This design comes from an exercise in tuning for small area, a short achievable clock period and few clock cycles per item on the open sky130 flow, not from production work.
Function was checked by simulation only, so behaviour that the tests miss may differ from the original.

## pine
==> flow/design.v (excerpt) <==
module expr_eval_top (
	input  logic                     clk_2,
	input  logic                     rst_n,
	input  logic                     in_valid,
	input  expr_token_pkg::tok_val_t tok_in,
	input  logic                     op_flag,
	input  logic                     mode,
	output logic                     out_valid,
	output expr_token_pkg::result_t  result
);
Size in the first run: about 2800 cells after synthesis, about 430 flip-flops, about 41 I/O pins, about 28000 sq um of cells after synthesis.
==> flow/config.mk <==
export PLATFORM = sky130hd
export DESIGN_NAME = expr_eval_top
export DESIGN_NICKNAME = expr_eval_top
export VERILOG_FILES = /design/flow/design.v
export SDC_FILE = /design/flow/constraint.sdc
export NUM_CORES = 4
export LEC_CHECK = 0
export CAP_MARGIN = 20
export CORE_MARGIN = 2
export CORE_UTILIZATION = 40
export SLEW_MARGIN = 20
==> flow/constraint.sdc <==
create_clock -name core_clock -period 10.0 [get_ports {clk_2}]
set_input_delay 2.0000 -clock core_clock [delete_from_list [all_inputs] [get_ports {clk_2}]]
set_output_delay 2.0000 -clock core_clock [all_outputs]
set_load 0.01 [all_outputs]
standard.sh (not shown) runs the stock make flow with config.mk's settings and CLKGATE_MAP_FILE= SYNTH_SCRIPT=/design/flow/synth_recipe.tcl, a recipe that flattens the netlist after the stock synthesis.
==> flow/flow/run.sh <==
#!/bin/bash
# Standard layout, with timing repair aiming for more setup slack.
set -euo pipefail
bash standard.sh SETUP_SLACK_MARGIN=7 finish > standard_flow.log 2>&1
Having completed the whole flow, pine delivered a layout that passed the timing, DRC and antenna checks.
Testbench counts of pine, summed over its fixed seeds: cycles 21,040, frames 1,600.
The inputs of oak differ from those of pine as listed below.
--- a/flow/design.v
+++ b/flow/design.v
@@ -23,23 +23,23 @@
 	input  expr_token_pkg::result_t  p,
 	input  expr_token_pkg::result_t  q,
 	input  expr_token_pkg::result_t  mcand,
 	input  logic [5:0]               bsel,   
 	input  expr_token_pkg::result_t  acc,
 	output expr_token_pkg::result_t  t,      
 	output expr_token_pkg::result_t  u,      
 	output expr_token_pkg::result_t  y_mul
 );
 	typedef expr_token_pkg::result_t word_t;
 	logic [32:0] tc;
-	assign tc = {p ^ {32{ninv}}, 1'b1} + {q ^ {32{qinv}}, cin};
+	assign tc = {p ^ {32{ninv}}, 1'b1} + {q, cin};
 	assign t  = tc[32:1];
 	assign u  = (p ~^ q) + ((p | q) << 1);
 	logic  one0, two0, neg0, one1, two1, use_acc;
 	word_t r0, r1;
 	logic [32:0] cpa;
 	assign {one0, two0, neg0, one1, two1, use_acc} = bsel;
 	assign r0 = ({32{one0}} & mcand | {32{two0}} & (mcand << 1)) ^ {32{neg0}};
 	assign r1 = {32{one1}} & (mcand << 2) | {32{two1}} & (mcand << 3) | {32{use_acc}} & acc;
 	assign cpa   = {r0, 1'b1} + {r1, neg0};
 	assign y_mul = cpa[32:1];
 endmodule
@@ -192,24 +192,24 @@
 		.push_x     (push_x),
 		.ld_c0      (ld_c0),
 		.ld_c1      (ld_c1),
 		.o_push     (o_push),
 		.o_push_has (o_push_has),
 		.o_set_has  (o_set_has)
 	);
 	word_t p, q, y, t, u, y_mul, mcand;
 	logic  is_mul, mul_slow, mul_setup, mul_iter, fin;
 	logic  cs0_fit, x_fit, x_last;
 	assign p = x;
-	assign q = {{29{mcs_r}} & cs[0][31:3],
-	            cfg_r ? (ts[0] ? cs[0][2:0] : ls[0]) : c0[2:0]};
+	assign q = {{29{mcs_r}} & cs[0][31:3] | {29{qinv_r}},
+	            mcs_r ? cs[0][2:0] : cfg_r ? ls[0] : (c0[2:0] ^ {3{qinv_r}})};
 	assign cs0_fit = (cs[0][31:3] == 29'd0) || (cs[0][31:3] == {29{1'b1}});
 	assign x_fit   = (x[31:3] == 29'd0) || (x[31:3] == {29{1'b1}});
 	assign x_last  = xlast;
 	assign is_mul    = alu_go && (aop == 3'd2);
 	assign mul_slow  = cfg_sx && ts[0] && !xl;
 	assign mul_setup = is_mul && mul_slow && !busy;
 	assign mul_iter  = is_mul && mul_slow && busy && !x_last;
 	assign fin       = alu_go && !mul_setup && !mul_iter;
 	assign mcand = mcs_r ? cs[0] : x;
 	expr_alu u_alu (
 		.ninv  (pinv_r),
@@ -223,22 +223,23 @@
 		.t     (t),
 		.u     (u),
 		.y_mul (y_mul)
 	);
 	logic sel_t, sel_u, sel_m, sel_2;
 	assign sel_t = opk_r[0] || (opk_r[1] && !t[31]);
 	assign sel_u = opk_r[1] && t[31];
 	assign sel_m = opk_r[2];
 	assign sel_2 = opk_r[3];
 	assign y = {32{sel_t}} & t | {32{sel_u}} & ~u | {32{sel_m}} & y_mul
 	         | {32{sel_2}} & {t[30:0], 1'b0};
+	assign result = out_valid ? x : '0;
 	logic last_op, drained, comp, idle_fin, clr;
 	assign last_op  = pmode || !ov[1];
 	assign drained  = (ncons == 2'd2) ? !c2v : (ncons == 2'd1) ? !c1v : !c0v;
 	assign comp     = fin && ended && drained && last_op;
 	assign idle_fin = ended && !c0v && !busy && !drn;
 	assign clr      = comp || idle_fin;
 	logic [1:0] n;
 	logic [4:0] rem_n;
 	logic       do_push, do_pop, x_small, o_pop;
 	assign n       = (mul_setup || mul_iter) ? 2'd0 : ncons;
 	assign rem_n   = rem - {3'd0, n} + {4'd0, tok_new};
@@ -378,26 +379,24 @@
 			rp        <= '0;
 			rem       <= '0;
 			c0v       <= 1'b0;
 			c1v       <= 1'b0;
 			c2v       <= 1'b0;
 			c3v       <= 1'b0;
 			xv        <= 1'b0;
 			ov        <= '0;
 			drn       <= 1'b0;
 			busy      <= 1'b0;
 			out_valid <= 1'b0;
-			result    <= '0;
 		end else begin
 			out_valid <= comp;
-			result    <= comp ? y : '0;
 			c0v       <= c0v_d;
 			c1v       <= c1v_d;
 			c2v       <= c2v_d;
 			c3v       <= c3v_d;
 			drn       <= drn_d;
 			if (clr) begin
 				fr   <= 1'b0;
 				en   <= 1'b0;
 				wp   <= '0;
 				rp   <= '0;
 				rem  <= '0;
## What came out
- Die outline area: oak lower than pine
- oak: PASS, flow complete, no timing, DRC or antenna violations
- Critical path endpoint = pinv_r$_DFF_P_: oak; critical path endpoint = x[30]$_DFF_P_: pine
- Changes observed in oak relative to pine: total number of sequential cells fell 32, final non-filler cell area fell 4.8%.
- Fraction of cell area in non-clock buffers, oak and pine: higher on oak
- Looking only at number of cells on the critical path, and setting everything else aside, the higher value of oak and pine goes to pine.
- Summary of oak over pine: area fraction in compound gates after synthesis increased by 0.48 points relative to the old numbers; synthesis-stage register bit count decreased by 7.4% relative to the old numbers.
- Diff pine -> oak: netlist area before placement fell 1500 sq um; cell count of the worst hold path held.
Testbench counts of oak, summed over its fixed seeds: cycles 21,040, frames 1,600.

## separate check: timing with driven ports
How much do the figures lean on ideal ports? The routed layouts below were timed once more, with nothing changed but the port constraints.
Step 1 (the two cells are an assumption about what drives the block):
set clk [get_ports {clk_2}]
set_driving_cell -lib_cell sky130_fd_sc_hd__clkbuf_16 $clk
set_driving_cell -lib_cell sky130_fd_sc_hd__buf_2 [delete_from_list [all_inputs] $clk]
Step 2 also shifts input and output timing later by t, the mid clock arrival at the registers, as if the neighbouring blocks saw the same clock.
a / b / c = ideal / step 1 / step 2; a / b = the first two.
run | t (ns) | setup slack, ns | worst register clock-pin slew, ns | cell pins on the clock port's net
pine | 0.663 | 5.784 / 5.784 / 5.402 | 0.07 / 0.07 | 1
oak | 0.653 | 5.653 / 5.653 / 5.048 | 0.07 / 0.07 | 1
After both steps every run listed still meets setup and hold. The setup slack of oak, which loses most, moves by 0.000 ns with the drivers and by -0.605 ns with both steps.
